From an optimization exercise on the open Yosys and OpenROAD flow, aimed at small area, a short achievable clock period and few clock cycles per item; shortcuts taken in it are not production practice. Only simulation tests tie the RTL to the original design; equivalence was not proved. Power figures rest on the tool's default switching activity, not on a simulated workload.

==> design.v <==
package sfid_pkg;
	localparam int VALUE_W = 11;
	localparam int TDATA_W = 16;
	localparam int WORD_W   = 64;
	localparam int BIT_W    = 6;
	localparam logic OP_TAKE = 1'b0;
	localparam logic OP_GIVE = 1'b1;
	localparam logic ST_IDLE   = 1'b0;
	localparam logic ST_MODIFY = 1'b1;
endpackage
import sfid_pkg::*;
module smallest_free_id_allocator #(
	parameter int VALUE_MAX = 1024
) (
	input  logic               clk,
	input  logic               arst_n,
	input  logic               s_tvalid,
	output logic               s_tready,
	input  logic [TDATA_W-1:0] s_tdata,    
	input  logic               s_tuser,    
	output logic               m_tvalid,
	input  logic               m_tready,
	output logic [TDATA_W-1:0] m_tdata,    
	output logic               m_tuser     
);
	localparam int NWORDS  = (VALUE_MAX + WORD_W) / WORD_W;
	localparam int WIDX_W  = (NWORDS > 1) ? $clog2(NWORDS) : 1;
	localparam int FRESH_W = $clog2(VALUE_MAX + 2);
	logic               in_v_q;
	logic               in_op_q;
	logic [VALUE_W-1:0] in_val_q;
	logic               hd_v_q, sk_v_q;
	logic [VALUE_W-1:0] hd_val_q, sk_val_q;
	logic               hd_exh_q, sk_exh_q;
	logic [FRESH_W-1:0] fresh_q;
	logic [NWORDS-1:0]  flag_q;              
	logic [NWORDS-1:0]  low_q;               
	logic [WORD_W-1:0]  hot_q;               
	logic [NWORDS*WORD_W-1:0] mem_q;       
	logic               go, take, give;
	logic               any;
	logic [NWORDS-1:0]  low2;                
	logic [WIDX_W-1:0]  gv_w;
	logic [BIT_W-1:0]   gv_b;
	logic [NWORDS-1:0]  gv_dec;
	logic [WORD_W-1:0]  gv_bit;
	logic               give_ok;
	logic               give_low;
	logic [NWORDS-1:0]  rd_sel;
	logic [WORD_W-1:0]  rd_word;
	logic               gv_flag;
	logic [WORD_W-1:0]  below;               
	logic [WORD_W-1:0]  hot_rest;            
	logic [WORD_W-1:0]  hot_low;             
	logic               two;                 
	logic [BIT_W-1:0]   hot_idx;
	logic [WIDX_W-1:0]  low_idx;
	logic               fresh_ok;
	logic [VALUE_W-1:0] res_val;
	logic               res_exh;
	logic [NWORDS-1:0]  wr_en;
	logic [WORD_W-1:0]  wr_data;
	logic               push, pop;
	assign go   = in_v_q && (in_op_q == OP_GIVE || !sk_v_q);
	assign take = go && (in_op_q == OP_TAKE);
	assign give = go && (in_op_q == OP_GIVE);
	assign s_tready = !in_v_q || go;
	always_ff @(posedge clk or negedge arst_n) begin
		if (!arst_n) begin
			in_v_q <= 1'b0;
		end else begin
			in_v_q <= (s_tvalid && s_tready) || (in_v_q && !go);
		end
	end
	always_ff @(posedge clk) begin
		if (s_tvalid && s_tready) begin
			in_op_q  <= s_tuser;
			in_val_q <= s_tdata[VALUE_W-1:0];
		end
	end
	always_comb begin
		below[0] = 1'b0;
		for (int i = 1; i < WORD_W; i++) begin
			below[i] = below[i-1] | hot_q[i-1];
		end
	end
	assign hot_rest = hot_q & below;
	assign hot_low  = hot_q & ~below;
	assign two      = |hot_rest;
	always_comb begin
		hot_idx = '0;
		for (int i = 0; i < WORD_W; i++) begin
			if (hot_low[i]) begin
				hot_idx = hot_idx | BIT_W'(i);
			end
		end
		low_idx = '0;
		for (int i = 0; i < NWORDS; i++) begin
			if (low_q[i]) begin
				low_idx = low_idx | WIDX_W'(i);
			end
		end
	end
	always_comb begin
		logic seen;
		seen = 1'b0;
		for (int i = 0; i < NWORDS; i++) begin
			low2[i] = flag_q[i] && !low_q[i] && !seen;
			seen    = seen | (flag_q[i] && !low_q[i]);
		end
	end
	assign any = |flag_q;
	assign gv_w    = WIDX_W'(in_val_q >> BIT_W);
	assign gv_b    = in_val_q[BIT_W-1:0];
	assign give_ok = (in_val_q != '0) && (32'(in_val_q) < 32'(fresh_q));
	always_comb begin
		for (int i = 0; i < NWORDS; i++) begin
			gv_dec[i] = (32'(in_val_q >> BIT_W) == i);
		end
		for (int i = 0; i < WORD_W; i++) begin
			gv_bit[i] = (gv_b == BIT_W'(i));
		end
	end
	assign gv_flag = |(flag_q & gv_dec);
	always_comb begin
		logic lower;
		lower = 1'b0;
		for (int i = 0; i < NWORDS; i++) begin
			if (32'(gv_w) > i && flag_q[i]) begin
				lower = 1'b1;
			end
		end
		give_low = !lower;
	end
	assign rd_sel = (in_op_q == OP_GIVE) ? gv_dec : low2;
	always_comb begin
		rd_word = '0;
		for (int i = 0; i < NWORDS; i++) begin
			rd_word = rd_word | (rd_sel[i] ? mem_q[i*WORD_W +: WORD_W] : '0);
		end
	end
	assign wr_en   = take ? (any ? low_q : '0) : (give && give_ok ? gv_dec : '0);
	assign wr_data = take ? hot_rest : ((gv_flag ? rd_word : '0) | gv_bit);
	generate
		for (genvar w = 0; w < NWORDS; w++) begin : g_word
			for (genvar b = 0; b < WORD_W; b++) begin : g_bit
				if (w * WORD_W + b >= 1 && w * WORD_W + b <= VALUE_MAX) begin : g_used
					always_ff @(posedge clk) begin
						if (wr_en[w]) begin
							mem_q[w*WORD_W+b] <= wr_data[b];
						end
					end
				end else begin : g_unused
					assign mem_q[w*WORD_W+b] = 1'b0;
				end
			end
		end
	endgenerate
	assign fresh_ok = (32'(fresh_q) <= VALUE_MAX);
	always_ff @(posedge clk or negedge arst_n) begin
		if (!arst_n) begin
			fresh_q <= FRESH_W'(1);
			flag_q  <= '0;
			low_q   <= '0;
		end else begin
			if (take) begin
				if (any) begin
					flag_q <= (flag_q & ~low_q) | (two ? low_q : '0);
					if (!two) begin
						low_q <= low2;
					end
				end else if (fresh_ok) begin
					fresh_q <= fresh_q + FRESH_W'(1);
				end
			end
			if (give && give_ok) begin
				flag_q <= flag_q | gv_dec;
				if (give_low) begin
					low_q <= gv_dec;
				end
			end
		end
	end
	always_ff @(posedge clk) begin
		if (take && any) begin
			hot_q <= two ? hot_rest : rd_word;
		end else if (give && give_ok && give_low) begin
			hot_q <= (gv_flag ? hot_q : '0) | gv_bit;
		end
	end
	assign res_val = any ? VALUE_W'((32'(low_idx) << BIT_W) | 32'(hot_idx))
	                     : (fresh_ok ? VALUE_W'(fresh_q) : '0);
	assign res_exh = !any && !fresh_ok;
	assign push    = take;
	assign pop     = hd_v_q && m_tready;
	always_ff @(posedge clk or negedge arst_n) begin
		if (!arst_n) begin
			hd_v_q <= 1'b0;
			sk_v_q <= 1'b0;
		end else begin
			if (!hd_v_q || pop) begin
				hd_v_q <= push || sk_v_q;
				sk_v_q <= 1'b0;
			end else if (push) begin
				sk_v_q <= 1'b1;
			end
		end
	end
	always_ff @(posedge clk) begin
		if (!hd_v_q || pop) begin
			if (sk_v_q) begin
				hd_val_q <= sk_val_q;
				hd_exh_q <= sk_exh_q;
			end else begin
				hd_val_q <= res_val;
				hd_exh_q <= res_exh;
			end
		end
		if (push) begin
			sk_val_q <= res_val;
			sk_exh_q <= res_exh;
		end
	end
	assign m_tvalid = hd_v_q;
	assign m_tdata  = TDATA_W'(hd_val_q);
	assign m_tuser  = hd_exh_q;
endmodule
==> run.sh <==
#!/bin/bash
# synth_recipe.tcl (not shown) runs the flow's synth.tcl, then flattens the netlist and writes it again
# the make line also repeats each setting of config.mk as NAME=value (left out here)
make -C /OpenROAD-flow-scripts/flow DESIGN_CONFIG=/design/flow/config.mk WORK_HOME=/design/flow/orfs CLKGATE_MAP_FILE= SYNTH_SCRIPT=/design/flow/synth_recipe.tcl finish
==> config.mk <==
export PLATFORM = sky130hd
export DESIGN_NAME = smallest_free_id_allocator
export DESIGN_NICKNAME = smallest_free_id_allocator
export VERILOG_FILES = /design/flow/design.v
export SDC_FILE = /design/flow/constraint.sdc
export NUM_CORES = 4
export LEC_CHECK = 0
export CAP_MARGIN = 20
export CORE_MARGIN = 2
export CORE_UTILIZATION = 40
export SLEW_MARGIN = 20
==> constraint.sdc <==
create_clock -name core_clock -period 6.0 [get_ports {clk}]
set_input_delay 1.2000 -clock core_clock [delete_from_list [all_inputs] [get_ports {clk}]]
set_output_delay 1.2000 -clock core_clock [all_outputs]
set_load 0.01 [all_outputs]
==> reports/results.ini <==
[setup_path]
startpoint = in_val_q[7]
worstPathRequired_ns = 6.57
cp_max_fo = 78
startpoint_type = flop
critical_path_class = flop to flop
crit-reg2reg-capture = mem_q[72]
cp.arrival_ns = 5.39
r2r_cells = 12
r2r-start = in_val_q[7]
worstSetupEndpointType = flop
ff2ff_setup_slack_ns = 1.18

[power]
cellPowerDensity_mw_per_mm2 = 349.2
p_int_mw = 14.66
ir_drop_uv = 235.6
p_switching_mw = 5.612
p_leak_nw = 19.02
p_sw_share_pct = 27.69
p_total_mw = 20.27
clkPwrFrac_pct = 34.4
comb_power_share_pct = 14.9
seqPwrFrac_pct = 50.6

[yosys]
avgSynthCellArea_um2 = 13.41
yosysWarningCount = 64
synth_cell_types = 88
synth_area_mm2 = 0.05118
ys_ff_latch = 1172
syn_inst = 3815
synth-edff-count = 1124
ys.flop_type = edfxtp_1
synth-seq-area-share_pct = 68.30
async_reset_ff_share_pct = 4.096

[clocking]
clk_latency_ns = 0.79
clk_pin_slew_ns = 0.06
postCtsSetupBuffers = 0
ctsResizeCount = 0
clock_path_buffers = 3
cts_root_buf = clkbuf_16
cts_hold_buf = 0
cts_made_buffers = 118
htreeDepth = 3
cts_tree = built
numClockSinks = 1172

[placed_design]
gp_congestion = 1.006
dp_slack_ns = 1.381
port_buffers = 29
hpwl_um = 100900
place_area_mm2 = 0.05445

[die]
die_w_um = 361.7
floorplan.initialDensity_pct = 40.24
rows = 131
die_h_um = 361.7
core_area_mm2 = 0.1272
die_area_mm2 = 0.1308
io_pins = 40

[route]
dr.pass1.iters = 9
viasPerCell = 6.608
vias = 37030
wire_per_inst_um = 31.06
drc = 0
routed_wl_um = 174000
initialDrtViolationCount = 5697
ant_nets = 0

[sta]
rsz0062_at_grt = false
hold_viol_final = 0
finalClockSkew_ns = 0.06450
fin_crit_ns = 4.819
worst_slew_pin_slew_ns = 1.152
max_freq_mhz = 207.5
timing.final.ws_setup_ns = 1.181
setup_tns_ns = 0
slew_headroom_pct = 22.64
slew_viol_final = 0
finalSetupViolations = 0
fin_crit_sh_pct = 80.32

[grt]
gr-total-overflow = 0
antenna_found_initial = 2
grt_max_degree = 118
grt_pass1_vias = 35240
gr-usage-all-layers_pct = 26.08
grt_pass1_wl_um = 250300

[cells_and_area]
final_common_cell = edfxtp_1
finalInstanceArea_mm2 = 0.05805
fin_nets = 3877
final_cell_mix = edfxtp_1, nand2_1, a21oi_1
nFillCells = 11260
multi_input_area_mm2 = 0.01528
area_growth_pct = 13.42
layout-drive-gt1-share_pct = 10.78
seq_area_mm2 = 0.03495

[hold_path]
whs_path_depth = 1
hp-start = fresh_q[2]
holdPathEnd = fresh_q[2]
holdCritPathClass = flop to flop

[run_status]
status = timing/DRC/antenna clean

[flow_run]
maxCapViolations = 0

==> registers in the layout, indices dropped and copies added (netlist names), named ones only <==
| name | count |
|---|---|
| hd_val_q | 11 |
| hd_v_q | 1 |
| low_q | 17 |
| sk_v_q | 1 |
| hot_q | 64 |
| fresh_q | 11 |
| mem_q | 1024 |
| in_op_q | 1 |
| sk_val_q | 11 |
| sk_exh_q | 1 |
| in_val_q | 11 |
| hd_exh_q | 1 |
| in_v_q | 1 |
==> worst max path at each step <==
stage / end / slack [ns] / cells past startpoint
final: mem_q[72] / 1.18 / 12
after floorplan: hot_q[0] / 1.58 / 10
after global placement: mem_q[72] / 1.42 / 12
after CTS: mem_q[792] / 1.32 / 11
after detailed placement: mem_q[216] / 1.38 / 11
after global routing: mem_q[408] / 1.08 / 11
==> stage by stage <==
| stage | hold WS, ns | std cells | utilization [%] |
|---|---|---|---|
| global placement | 0.4889 | 5386 | 42.81 |
| floorplan | 0.4645 | 3819 | - |
| finish | 0.4973 | 5604 | 45.64 |
| detailed placement | 0.4899 | 5386 | 42.81 |
| CTS | 0.4991 | 5603 | 45.63 |
| global route | 0.5182 | 5603 | 45.63 |
==> layer usage <==
| layer | GRT usage [%] | wire (um) | up-vias |
|---|---|---|---|
| met5 | 0 | 21 | - |
| met4 | 9.158 | 5893 | 4 |
| met3 | 5.144 | 19750 | 333 |
| met2 | 39.17 | 76020 | 2317 |
| met1 | 37.72 | 72360 | 18750 |
| li1 | - | - | 15630 |
==> final cells by class <==
| type | instances | area share, % |
|---|---|---|
| Sequential cell | 1172 | 60.22 |
| Clock buffer | 149 | 5.376 |
| Inverter | 45 | 0.2953 |
| Tap cell | 1662 | 3.583 |
| Antenna cell | 1 | 0.004311 |
| Timing Repair Buffer | 203 | 3.389 |
| Clock inverter | 68 | 0.8040 |
| Multi-Input combinational cell | 2304 | 26.33 |
==> cell families (layout without fill, tap and decap cells) <==
family                   after synthesis  in the layout  synth area share [%]
XOR/XNOR                               9              9                0.1540
adder cells (fa/ha/maj)               13             13                0.3129
flip-flops                          1172           1172                 68.30
multiplexers                          30             30                0.6112
AND/OR/NAND/NOR                     1138           1138                 11.71
buffers and inverters                343            465                 2.662
AO/OA/AOI/OAI                       1109           1109                 16.25
other                                  1              6              0.007327
==> power by group through the flow <==
stage | Sequential [mW] | Combinational, mW | Clock (mW)
floorplan | 10.3 | 1.67 | 0
global placement | 10.4 | 2.95 | 0
detailed placement | 10.4 | 2.98 | 0
CTS | 10.3 | 3.00 | 7.04
global route | 10.3 | 3.22 | 7.36
finish | 10.3 | 3.03 | 6.98
==> synthesized netlist by cell type, drive strengths merged, types with 6 or more instances <==
library cell	count	area [um2]
o41ai	6	60.06
a2111oi	55	481.7
a21boi	57	427.9
o31ai	19	147.6
nand2b	27	168.9
or4	9	67.56
a32oi	8	70.07
clkbuf	261	980.9
and3	113	706.9
nor4	35	319.1
nor2b	22	137.6
a211o	39	341.6
o21a	12	90.09
o2bb2ai	13	113.9
and4	23	201.4
a221o	46	460.4
a31oi	14	87.58
a222oi	135	1351
nand4	117	753.2
or2	8	50.05
edfxtp	1124	33750
inv	43	161.4
or3	18	122.6
a32o	7	70.07
nand3	197	986.0
a221oi	31	271.5
nor3	57	290.3
nand2	275	1032
o21ai	55	275.3
dfrtp	47	1176
xnor2	9	78.83
a22oi	161	1209
a211oi	123	923.4
nor3b	6	50.05
ha	12	150.1
a22o	40	350.3
buf	37	212.7
nor2	153	574.3
mux2i	20	200.2
mux2	10	112.6
a21oi	250	1251
and2	61	381.6
==> critical path: stages (launching register included) <==
cell	delay (ns)
edfxtp_1	0.77
nor4b_2	0.52
buf_12	0.47
and2_1	0.81
buf_4	0.45
a222oi_1	0.16
a21boi_0	0.19
and4_1	0.21
and3_1	0.17
nand4_1	0.19
a211oi_1	0.11
a21oi_1	0.23
buf_4	0.27
Testbench counts, summed over its fixed seeds: cycles 19,280, items 19,264.

==> port drivers added, routing unchanged <==
The flow's constraints put no driver on any port. The routed layout listed below was extracted and timed again, unchanged, in two steps. Step 1, drivers: a clkbuf_16 drives clk and a buf_2 each remaining input, both assumed. Step 2 moves the port delays by t, midway between the first and last clock arrival at a register: inputs arrive t later, outputs are due t later. That takes back most of the time a late clock gives input paths. Slacks: ideal ports / drivers / drivers and shift; pairs: ideal ports / drivers.
t (ns): 0.828
setup slack, ns: 1.181 / 1.181 / 1.181
worst hold slack (ns): 0.497 / 0.497 / 0.497
worst data-port slew with drivers (ns): 0.05
cell pins on the clock port's net: 1
After both steps this run still meets setup and hold. For this run, drivers alone change the setup slack by 0.000 ns; drivers and shift together by 0.000 ns.
